This is an optimization exercise on Yosys and OpenROAD, whose aim is small area and a short achievable clock period, not a production implementation. Only simulation tests tie the RTL to the original design; equivalence was not proved. No activity file was given, so power comes from the tool's default toggle rates.

==> design/flow/design.v <==
package mips_pkg;
  localparam int WORD_W     = 32;
  localparam int REG_ADDR_W = 5;
  localparam int PC_W       = 30;   
  localparam logic [REG_ADDR_W-1:0] LINK_REG = 5'd31;
  typedef enum logic [5:0] {
    OP_RTYPE  = 6'b000000,
    OP_REGIMM = 6'b000001,   
    OP_J      = 6'b000010,
    OP_JAL    = 6'b000011,
    OP_BEQ    = 6'b000100,
    OP_BNE    = 6'b000101,
    OP_BLEZ   = 6'b000110,
    OP_BGTZ   = 6'b000111,
    OP_ADDI   = 6'b001000,
    OP_ADDIU  = 6'b001001,
    OP_SLTI   = 6'b001010,
    OP_SLTIU  = 6'b001011,
    OP_ANDI   = 6'b001100,
    OP_ORI    = 6'b001101,
    OP_XORI   = 6'b001110,
    OP_LUI    = 6'b001111
  } opcode_e;
  typedef enum logic [5:0] {
    FN_SLL  = 6'b000000,
    FN_SRL  = 6'b000010,
    FN_SRA  = 6'b000011,
    FN_SLLV = 6'b000100,
    FN_SRLV = 6'b000110,
    FN_SRAV = 6'b000111,
    FN_JR   = 6'b001000,
    FN_JALR = 6'b001001,
    FN_ADD  = 6'b100000,
    FN_ADDU = 6'b100001,
    FN_SUB  = 6'b100010,
    FN_SUBU = 6'b100011,
    FN_AND  = 6'b100100,
    FN_OR   = 6'b100101,
    FN_XOR  = 6'b100110,
    FN_NOR  = 6'b100111,
    FN_SLT  = 6'b101010,
    FN_SLTU = 6'b101011
  } func_e;
  typedef enum logic [3:0] {
    ALU_ADD, ALU_SUB, ALU_SLL, ALU_SRL, ALU_SRA, ALU_AND,
    ALU_OR, ALU_XOR, ALU_NOR, ALU_SLT, ALU_SLTU, ALU_LUI
  } alu_mode_e;
  typedef enum logic [3:0] {
    BR_NONE, BR_BEQ, BR_BNE, BR_BLEZ, BR_BGTZ, BR_BLTZ,
    BR_BGEZ, BR_J, BR_JAL, BR_JR, BR_JALR
  } branch_e;
  typedef enum logic [3:0] {
    EXC_RI = 4'd10,
    EXC_OV = 4'd12
  } excode_e;
endpackage
`timescale 1ns/1ns
import mips_pkg::*;
module mips_field_decode
(
  input  logic [WORD_W-1:0]     instr,
  input  logic [WORD_W-1:0]     rs_data,
  input  logic [WORD_W-1:0]     rt_data,
  output logic [3:0]             alu_mode,
  output logic [WORD_W-1:0]     alu_a,
  output logic [WORD_W-1:0]     alu_b,
  output logic [4:0]            shamt,
  output logic [3:0]               branch_kind,
  output logic [15:0]           branch_offset,
  output logic                  writes_reg,
  output logic [REG_ADDR_W-1:0] waddr,
  output logic                  checks_ov,
  output logic                  reserved
);
  localparam logic [4:0] RT_BLTZ = 5'd0;
  localparam logic [4:0] RT_BGEZ = 5'd1;
  logic [5:0]            opcode;
  logic [5:0]            funct;
  logic [REG_ADDR_W-1:0] f_rt;
  logic [REG_ADDR_W-1:0] f_rd;
  logic [4:0]            f_shamt;
  logic [15:0]           f_imm;
  logic [WORD_W-1:0]     imm_sext;
  logic [WORD_W-1:0]     imm_zext;
  logic                  imm_op;
  logic [REG_ADDR_W-1:0] dest;
  logic                  wr;
  assign opcode   = instr[31:26];
  assign f_rt     = instr[20:16];
  assign f_rd     = instr[15:11];
  assign f_shamt  = instr[10:6];
  assign funct    = instr[5:0];
  assign f_imm    = instr[15:0];
  assign imm_sext = {{(WORD_W-16){f_imm[15]}}, f_imm};
  assign imm_zext = {{(WORD_W-16){1'b0}}, f_imm};
  assign imm_op   = (instr[31:29] == 3'b001);   
  assign branch_offset = f_imm;
  always_comb
  begin
    alu_mode    = ALU_ADD;
    alu_a       = rs_data;
    alu_b       = rt_data;
    shamt       = f_shamt;
    branch_kind = BR_NONE;
    dest        = f_rd;
    wr          = 1'b0;
    checks_ov   = 1'b0;
    reserved    = 1'b0;
    case (opcode)
      OP_RTYPE:
      begin
        wr = 1'b1;
        case (funct)
          FN_SLL:  alu_mode = ALU_SLL;
          FN_SRL:  alu_mode = ALU_SRL;
          FN_SRA:  alu_mode = ALU_SRA;
          FN_SLLV:
          begin
            alu_mode = ALU_SLL;
            shamt    = rs_data[4:0];
          end
          FN_SRLV:
          begin
            alu_mode = ALU_SRL;
            shamt    = rs_data[4:0];
          end
          FN_SRAV:
          begin
            alu_mode = ALU_SRA;
            shamt    = rs_data[4:0];
          end
          FN_JR:
          begin
            branch_kind = BR_JR;
            wr          = 1'b0;
          end
          FN_JALR: branch_kind = BR_JALR;   
          FN_ADD:  checks_ov = 1'b1;
          FN_ADDU: alu_mode = ALU_ADD;
          FN_SUB:
          begin
            alu_mode  = ALU_SUB;
            checks_ov = 1'b1;
          end
          FN_SUBU: alu_mode = ALU_SUB;
          FN_AND:  alu_mode = ALU_AND;
          FN_OR:   alu_mode = ALU_OR;
          FN_XOR:  alu_mode = ALU_XOR;
          FN_NOR:  alu_mode = ALU_NOR;
          FN_SLT:  alu_mode = ALU_SLT;
          FN_SLTU: alu_mode = ALU_SLTU;
          default:
          begin
            wr       = 1'b0;
            reserved = 1'b1;
          end
        endcase
      end
      OP_REGIMM:
      begin
        case (f_rt)
          RT_BLTZ: branch_kind = BR_BLTZ;
          RT_BGEZ: branch_kind = BR_BGEZ;
          default: reserved = 1'b1;
        endcase
      end
      OP_J:    branch_kind = BR_J;
      OP_JAL:
      begin
        branch_kind = BR_JAL;
        dest        = LINK_REG;
        wr          = 1'b1;
      end
      OP_BEQ:  branch_kind = BR_BEQ;
      OP_BNE:  branch_kind = BR_BNE;
      OP_BLEZ: branch_kind = BR_BLEZ;
      OP_BGTZ: branch_kind = BR_BGTZ;
      OP_ADDI:  checks_ov = 1'b1;
      OP_ADDIU: alu_mode = ALU_ADD;
      OP_SLTI:  alu_mode = ALU_SLT;
      OP_SLTIU: alu_mode = ALU_SLTU;   
      OP_ANDI:  alu_mode = ALU_AND;
      OP_ORI:   alu_mode = ALU_OR;
      OP_XORI:  alu_mode = ALU_XOR;
      OP_LUI:   alu_mode = ALU_LUI;
      default:  reserved = 1'b1;
    endcase
    if (imm_op)
    begin
      dest  = f_rt;
      wr    = 1'b1;
      alu_b = instr[28] ? imm_zext : imm_sext;
    end
  end
  assign waddr      = dest;
  assign writes_reg = wr & (dest != '0);
endmodule
`timescale 1ns/1ns
import mips_pkg::*;
module mips_alu
(
  input  logic [3:0]         alu_mode,
  input  logic [WORD_W-1:0] alu_a,
  input  logic [WORD_W-1:0] alu_b,
  input  logic [4:0]        shamt,
  output logic [WORD_W-1:0] result,
  output logic              overflow
);
  localparam int MSB = WORD_W - 1;
  logic [WORD_W-1:0] sum;
  logic [WORD_W-1:0] diff;
  assign sum  = alu_a + alu_b;
  assign diff = alu_a - alu_b;
  always_comb
  begin
    case (alu_mode)
      ALU_ADD:  result = sum;
      ALU_SUB:  result = diff;
      ALU_SLL:  result = alu_b << shamt;
      ALU_SRL:  result = alu_b >> shamt;
      ALU_SRA:  result = $signed(alu_b) >>> shamt;
      ALU_AND:  result = alu_a & alu_b;
      ALU_OR:   result = alu_a | alu_b;
      ALU_XOR:  result = alu_a ^ alu_b;
      ALU_NOR:  result = ~(alu_a | alu_b);
      ALU_SLT:  result = {{MSB{1'b0}}, $signed(alu_a) < $signed(alu_b)};
      ALU_SLTU: result = {{MSB{1'b0}}, alu_a < alu_b};
      ALU_LUI:  result = {alu_b[WORD_W/2-1:0], {(WORD_W/2){1'b0}}};
      default:  result = sum;
    endcase
  end
  always_comb
  begin
    case (alu_mode)
      ALU_ADD: overflow = (alu_a[MSB] == alu_b[MSB]) & (sum[MSB] != alu_a[MSB]);
      ALU_SUB: overflow = (alu_a[MSB] != alu_b[MSB]) & (diff[MSB] != alu_a[MSB]);
      default: overflow = 1'b0;
    endcase
  end
endmodule
`timescale 1ns/1ns
import mips_pkg::*;
module mips_branch_unit
(
  input  logic [3:0]           branch_kind,
  input  logic [WORD_W-1:0] rs_data,
  input  logic [WORD_W-1:0] rt_data,
  input  logic [15:0]       branch_offset,
  input  logic [25:0]       jump_index,
  input  logic [PC_W-1:0]   pc_crnt,
  input  logic [PC_W-1:0]   pc_next,
  output logic              taken,
  output logic [PC_W-1:0]   target,
  output logic              link,
  output logic [WORD_W-1:0] link_data
);
  logic            rs_neg;
  logic            rs_zero;
  logic [PC_W-1:0] bta;
  logic [PC_W-1:0] jta;
  assign rs_neg  = rs_data[WORD_W-1];   
  assign rs_zero = (rs_data == '0);
  assign bta = pc_next + {{(PC_W-16){branch_offset[15]}}, branch_offset};
  assign jta = {pc_crnt[PC_W-1:PC_W-4], jump_index};   
  always_comb
  begin
    taken  = 1'b0;
    target = bta;
    case (branch_kind)
      BR_BEQ:  taken = (rs_data == rt_data);
      BR_BNE:  taken = (rs_data != rt_data);
      BR_BLEZ: taken = rs_neg | rs_zero;
      BR_BGTZ: taken = ~rs_neg & ~rs_zero;
      BR_BLTZ: taken = rs_neg;
      BR_BGEZ: taken = ~rs_neg;
      BR_J, BR_JAL:
      begin
        taken  = 1'b1;
        target = jta;
      end
      BR_JR, BR_JALR:
      begin
        taken  = 1'b1;
        target = rs_data[WORD_W-1:2];
      end
      default: taken = 1'b0;
    endcase
  end
  assign link      = (branch_kind == BR_JAL) | (branch_kind == BR_JALR);
  assign link_data = {pc_crnt, 2'b00};
endmodule
`timescale 1ns/1ns
import mips_pkg::*;
module mips_commit
#(
  parameter logic [31:0] EXCEPT_VEC = 32'h8000_0000
)
(
  input  logic                  clk,
  input  logic                  rst_n,
  input  logic                  instr_valid,
  input  logic                  writes_reg,
  input  logic [REG_ADDR_W-1:0] waddr,
  input  logic                  checks_ov,
  input  logic                  reserved,
  input  logic [WORD_W-1:0]     alu_result,
  input  logic                  overflow,
  input  logic                  taken,
  input  logic [PC_W-1:0]       target,
  input  logic                  link,
  input  logic [WORD_W-1:0]     link_data,
  input  logic [PC_W-1:0]       pc_crnt,
  input  logic                  cause_bd,
  input  logic                  exl,
  output logic                  greg_wen,
  output logic [REG_ADDR_W-1:0] greg_waddr,
  output logic [WORD_W-1:0]     greg_wdata,
  output logic                  pcreg_wen,
  output logic [PC_W-1:0]       pcreg_wdata,
  output logic                  exception,
  output logic                  cause_wen,
  output logic [3:0]               cause_excode,
  output logic                  epc_wen,
  output logic [WORD_W-1:0]     epc_data
);
  logic            exc;
  logic [PC_W-1:0] epc_word;
  assign exc = instr_valid & (reserved | (checks_ov & overflow));
  assign epc_word = cause_bd ? pc_crnt - PC_W'(1) : pc_crnt;
  always_ff @(posedge clk)
  begin
    if (!rst_n)
    begin
      greg_wen  <= 1'b0;
      pcreg_wen <= 1'b0;
      exception <= 1'b0;
      cause_wen <= 1'b0;
      epc_wen   <= 1'b0;
    end
    else
    begin
      greg_wen  <= instr_valid & writes_reg & ~exc;
      pcreg_wen <= exc | (instr_valid & taken);
      exception <= exc;
      cause_wen <= exc & ~exl;   
      epc_wen   <= exc & ~exl;
    end
  end
  always_ff @(posedge clk)
  begin
    greg_waddr   <= waddr;
    greg_wdata   <= link ? link_data : alu_result;
    pcreg_wdata  <= exc ? EXCEPT_VEC[WORD_W-1:2] : target;
    cause_excode <= reserved ? EXC_RI : EXC_OV;
    epc_data     <= {epc_word, 2'b00};
  end
endmodule
`timescale 1ns/1ns
import mips_pkg::*;
module mips_exec_stage
#(
  parameter logic [31:0] EXCEPT_VEC = 32'h8000_0000
)
(
  input  logic                  clk,
  input  logic                  rst_n,
  input  logic                  instr_valid,
  input  logic [WORD_W-1:0]     instr,
  input  logic [WORD_W-1:0]     rs_data,
  input  logic [WORD_W-1:0]     rt_data,
  input  logic [PC_W-1:0]       pc_crnt,
  input  logic [PC_W-1:0]       pc_next,
  input  logic                  cause_bd,
  input  logic                  exl,
  output logic                  greg_wen,
  output logic [REG_ADDR_W-1:0] greg_waddr,
  output logic [WORD_W-1:0]     greg_wdata,
  output logic                  pcreg_wen,
  output logic [PC_W-1:0]       pcreg_wdata,
  output logic                  exception,
  output logic                  cause_wen,
  output logic [3:0]            cause_excode,
  output logic                  epc_wen,
  output logic [WORD_W-1:0]     epc_data
);
  logic [3:0]            alu_mode;
  logic [WORD_W-1:0]     alu_a;
  logic [WORD_W-1:0]     alu_b;
  logic [4:0]            shamt;
  logic [3:0]            branch_kind;
  logic [15:0]           branch_offset;
  logic                  writes_reg;
  logic [REG_ADDR_W-1:0] waddr;
  logic                  checks_ov;
  logic                  reserved;
  logic [WORD_W-1:0]     alu_result;
  logic                  overflow;
  logic                  taken;
  logic [PC_W-1:0]       target;
  logic                  link;
  logic [WORD_W-1:0]     link_data;
  mips_field_decode i_decode (
    .instr         (instr),
    .rs_data       (rs_data),
    .rt_data       (rt_data),
    .alu_mode      (alu_mode),
    .alu_a         (alu_a),
    .alu_b         (alu_b),
    .shamt         (shamt),
    .branch_kind   (branch_kind),
    .branch_offset (branch_offset),
    .writes_reg    (writes_reg),
    .waddr         (waddr),
    .checks_ov     (checks_ov),
    .reserved      (reserved)
  );
  mips_alu i_alu (
    .alu_mode (alu_mode),
    .alu_a    (alu_a),
    .alu_b    (alu_b),
    .shamt    (shamt),
    .result   (alu_result),
    .overflow (overflow)
  );
  mips_branch_unit i_branch (
    .branch_kind   (branch_kind),
    .rs_data       (rs_data),
    .rt_data       (rt_data),
    .branch_offset (branch_offset),
    .jump_index    (instr[25:0]),   
    .pc_crnt       (pc_crnt),
    .pc_next       (pc_next),
    .taken         (taken),
    .target        (target),
    .link          (link),
    .link_data     (link_data)
  );
  mips_commit #(
    .EXCEPT_VEC (EXCEPT_VEC)
  ) i_commit (
    .clk          (clk),
    .rst_n        (rst_n),
    .instr_valid  (instr_valid),
    .writes_reg   (writes_reg),
    .waddr        (waddr),
    .checks_ov    (checks_ov),
    .reserved     (reserved),
    .alu_result   (alu_result),
    .overflow     (overflow),
    .taken        (taken),
    .target       (target),
    .link         (link),
    .link_data    (link_data),
    .pc_crnt      (pc_crnt),
    .cause_bd     (cause_bd),
    .exl          (exl),
    .greg_wen     (greg_wen),
    .greg_waddr   (greg_waddr),
    .greg_wdata   (greg_wdata),
    .pcreg_wen    (pcreg_wen),
    .pcreg_wdata  (pcreg_wdata),
    .exception    (exception),
    .cause_wen    (cause_wen),
    .cause_excode (cause_excode),
    .epc_wen      (epc_wen),
    .epc_data     (epc_data)
  );
endmodule
==> design/flow/run.sh <==
#!/bin/bash
# synth_recipe.tcl (not shown) runs the flow's synth.tcl, then flattens the netlist and writes it again
# the make line also repeats each setting of config.mk as NAME=value (left out here)
make -C /OpenROAD-flow-scripts/flow DESIGN_CONFIG=/design/flow/config.mk WORK_HOME=/design/flow/orfs CLKGATE_MAP_FILE= SYNTH_SCRIPT=/design/flow/synth_recipe.tcl finish
==> design/flow/config.mk <==
export PLATFORM = sky130hd
export DESIGN_NAME = mips_exec_stage
export DESIGN_NICKNAME = mips_exec_stage
export VERILOG_FILES = /design/flow/design.v
export SDC_FILE = /design/flow/constraint.sdc
export NUM_CORES = 4
export LEC_CHECK = 0
export CAP_MARGIN = 20
export CORE_MARGIN = 2
export CORE_UTILIZATION = 25
export SLEW_MARGIN = 20
==> design/flow/constraint.sdc <==
create_clock -name core_clock -period 8.0 [get_ports {clk}]
set_input_delay 1.6000 -clock core_clock [delete_from_list [all_inputs] [get_ports {clk}]]
set_output_delay 1.6000 -clock core_clock [all_outputs]
set_load 0.01 [all_outputs]
==> summary.txt <==
## area by class of cell
class	count	area [um^2]
Antenna cell	1	2.502
Timing Repair Buffer	368	3436
Fill cell	6867	42720
Inverter	114	427.9
Sequential cell	103	2062
Multi-Input combinational cell	1867	12740
Clock buffer	9	225.2
Clock inverter	7	61.31
Tap cell	846	1059
## critical path, delay by kind of cell
kind / cells / cell delay [ns]
AND/OR/NAND/NOR: 5 / 2.59
AO/OA/AOI/OAI: 8 / 1.85
buffers and inverters: 4 / 1.17
adder cells (fa/ha/maj): 1 / 0.37
## layer usage
layer / GRT usage, % / up-vias / routed length [um]
met3: 7.322 / 266 / 10840
met1: 40.45 / 9418 / 41970
met4: 14.77 / 6 / 5785
met5: 0 / - / 34
met2: 45.75 / 1404 / 42110
li1: - / 8678 / -
## Yosys cell counts (all sizes together) (47+ instances only)
| library cell | number |
|---|---|
| a21oi | 200 |
| ha | 126 |
| xnor2 | 93 |
| dfxtp | 103 |
| nor2 | 198 |
| nand2 | 248 |
| mux2i | 123 |
| buf | 52 |
| nor3 | 62 |
| o21ai | 113 |
| clkbuf | 97 |
| a22oi | 48 |
| nand3 | 47 |
| inv | 114 |
## flip-flops by register name (all words and copies together) (netlist names)
| register | count |
|---|---|
| i_commit.greg_wdata | 32 |
| i_commit.epc_data | 30 |
| i_commit.pcreg_wdata | 30 |
| i_commit.greg_waddr | 5 |
| i_commit.cause_excode | 2 |
| i_commit.cause_wen | 1 |
| i_commit.exception | 1 |
| i_commit.greg_wen | 1 |
| i_commit.pcreg_wen | 1 |
## logic make-up (layout without fill, tap and decap cells)
kind of cell               count (synthesis)  count (layout)  share of synthesized area [%]
other                                      2               5                        0.04758
DFF                                      103             103                          13.06
and+or+nand+nor                          717             717                          21.18
buffers and inverters                    263             498                          6.817
xor gates and xnor gates                 126             126                          6.991
AOI/OAI and AO/OA                        736             736                          30.94
muxes                                    154             154                          10.53
adders and majority gates                130             130                          10.43
## placed cells by master, fill, tap and decap left out, types with 103 or more instances in the layout
cell type        netlist  layout
nand2_1              248     248
a21oi_1              200     199
nor2_1               197     194
dfxtp_1              103     103
ha_1                 126     126
o21ai_0              110     110
clkdlybuf4s50_1        0     264
mux2i_1              122     119
buf_4                 13     103
inv_1                114     114
## power groups by stage
stage | clock network [mW] | logic (mW) | registers (mW)
after floorplan | 0 | 0.757 | 0.668
after global placement | 0 | 1.54 | 0.643
after detailed placement | 0 | 1.52 | 0.639
after CTS | 0.490 | 1.53 | 0.630
after global routing | 0.507 | 1.65 | 0.636
final | 0.474 | 1.58 | 0.629
## final timing paths
kind	startpoint	end	slack, ns	depth (start not counted)
setup / recovery	instr[31]	i_commit.pcreg_wdata[10]	0.65	18
hold / removal	exl	i_commit.cause_wen	1.72	2
==> impl_metrics.yaml <==
outcome:
  status: "timing/DRC/antenna clean"
cts:
  clk_pin_slew_ns: 0.09
  ctsResizeCount: 0
  ctsHoldBuffers: 0
  root_buffer: "clkbuf_16"
  cts_sinks: 103
  clockBufferDepth: 2
  numCtsBuffers: 9
  post_cts_buffers: 0
  ctsHtreeMaxLevel: 3
  cts_tree: "done"
worst_setup_path:
  start_kind: "input pin"
  arrival_ns: 7.64
  cp-end-kind: "register"
  slowest_delay_ns: 0.82
  cp_max_fo: 30
  critical_path_class: "input pin to register"
  cp_cell_sequence: "clkdlybuf4s50_1 -> or3b_2 -> nand2_1 -> nand2_1 -> inv_1 -> ha_1 -> nor3_1 -> o21ai_0 -> a41oi_1 -> a21oi_1 -> buf_4 -> o31a_1 -> or4_4 -> a21o_1 -> a2111o_1 -> a31oi_4 -> buf_12 -> a21oi_1"
  cp.required_ns: 8.29
  critPathSlowestCell: "or3b_2"
flow_run:
  maxCapViolCount: 0
logic_synthesis:
  async_flop_share_pct: 0
  ys_warn_count: 4
  synth_ff_type: "dfxtp_1"
  synth_edf_count: 0
  yosysTopAreaCell: "dfxtp_1"
  yosysSeqAreaShare_pct: 13.06
  syn_area_per_cell_um2: 7.075
  synth_top_area_share_pct: 13.06
  syn_area_um2: 15790
  ys_types: 87
  postSynthCellCount: 2231
  ys_ff_latch: 103
  synth.area.top_cells: "dfxtp_1, ha_1, mux2i_1"
timing:
  fin_crit_sh_pct: 91.86
  worstMarginPinSlew_ns: 1.052
  setup_viol: 0
  fin_crit_ns: 7.349
  fmax_mhz: 136.1
  setup_ws_ns: 0.6514
  finalMaxSlewViolations: 0
  slew_headroom_pct: 29.87
  rsz0062_at_grt: "false"
  hold_viol_final: 0
  worst_hold_slack_ns: 1.720
  fin_tns_setup_ns: 0
power_and_ir_drop:
  pwr-share-clk_pct: 17.7
  power_frac_comb_pct: 58.8
  vdd_drop_max_mv: 0.09458
  p_int_mw: 1.423
  p_sw_share_pct: 46.87
  p_total_mw: 2.678
  switching_power_mw: 1.255
  p_per_area_nw_per_um2: 133.8
  pwr-share-seq_pct: 23.5
  power_leakage_nw: 8.169
die:
  fp.dieH_um: 255.3
  dieWidth_um: 255.3
  start_util_pct: 25.16
  rows: 92
  dieArea_um2: 65170
  core-area_um2: 62740
  io_pins: 269
drt:
  first_pass_iters: 6
  drt_wl_total_um: 100700
  drc_errors: 0
  ant_nets: 0
  routedWlPerCell_um: 30.39
  drt-vias-per-instance: 5.964
  vias: 19772
  drtIter0Drc: 2817
layout:
  final_area_um2: 20020
  final_nets: 2753
  layout.cells.non_filler: 3315
  syn_to_final_growth_pct: 26.81
  drive_above_1_share_pct: 7.739
  fin_util_pct: 31.91
placed_design:
  place_area_um2: 19730
  place.gp.congestion: 1.082
  port_buffers: 264
  place_ws_ns: 0.4896
  dp.cells: 3298
  place_hpwl_um: 82650
global_route:
  grt_usage_pct: 30.39
  grt-ovfl-total: 0
  grt_pass1_vias: 18516
  grt_max_degree: 38
  grt_pass1_wl_um: 141000
  antenna_found_initial: 3
worst_hold_path:
  hold_path_class: "input pin to register"

## port drivers added, routing unchanged
How much do the figures lean on ideal ports? The routed layout below was timed once more, with nothing changed but the port constraints. Step 1 (the two cells are an assumption about what drives the block):
set clk [get_ports {clk}]
set_driving_cell -lib_cell sky130_fd_sc_hd__clkbuf_16 $clk
set_driving_cell -lib_cell sky130_fd_sc_hd__buf_2 [delete_from_list [all_inputs] $clk]
Step 2, shift: input delay + t, output delay - t, t = (earliest + latest rising clock arrival at the registers) / 2. This alone moves slack from input paths to output paths. Three values: ideal, step 1, step 2; two values: the first two.
t (ns): 0.471
setup WS [ns]: 0.651 / 0.682 / 0.212
clock arrival spread, ns: 0.020 / 0.019
After both steps this run still meets setup and hold. The setup slack of this run moves by +0.031 ns with the drivers and by -0.439 ns with both steps.
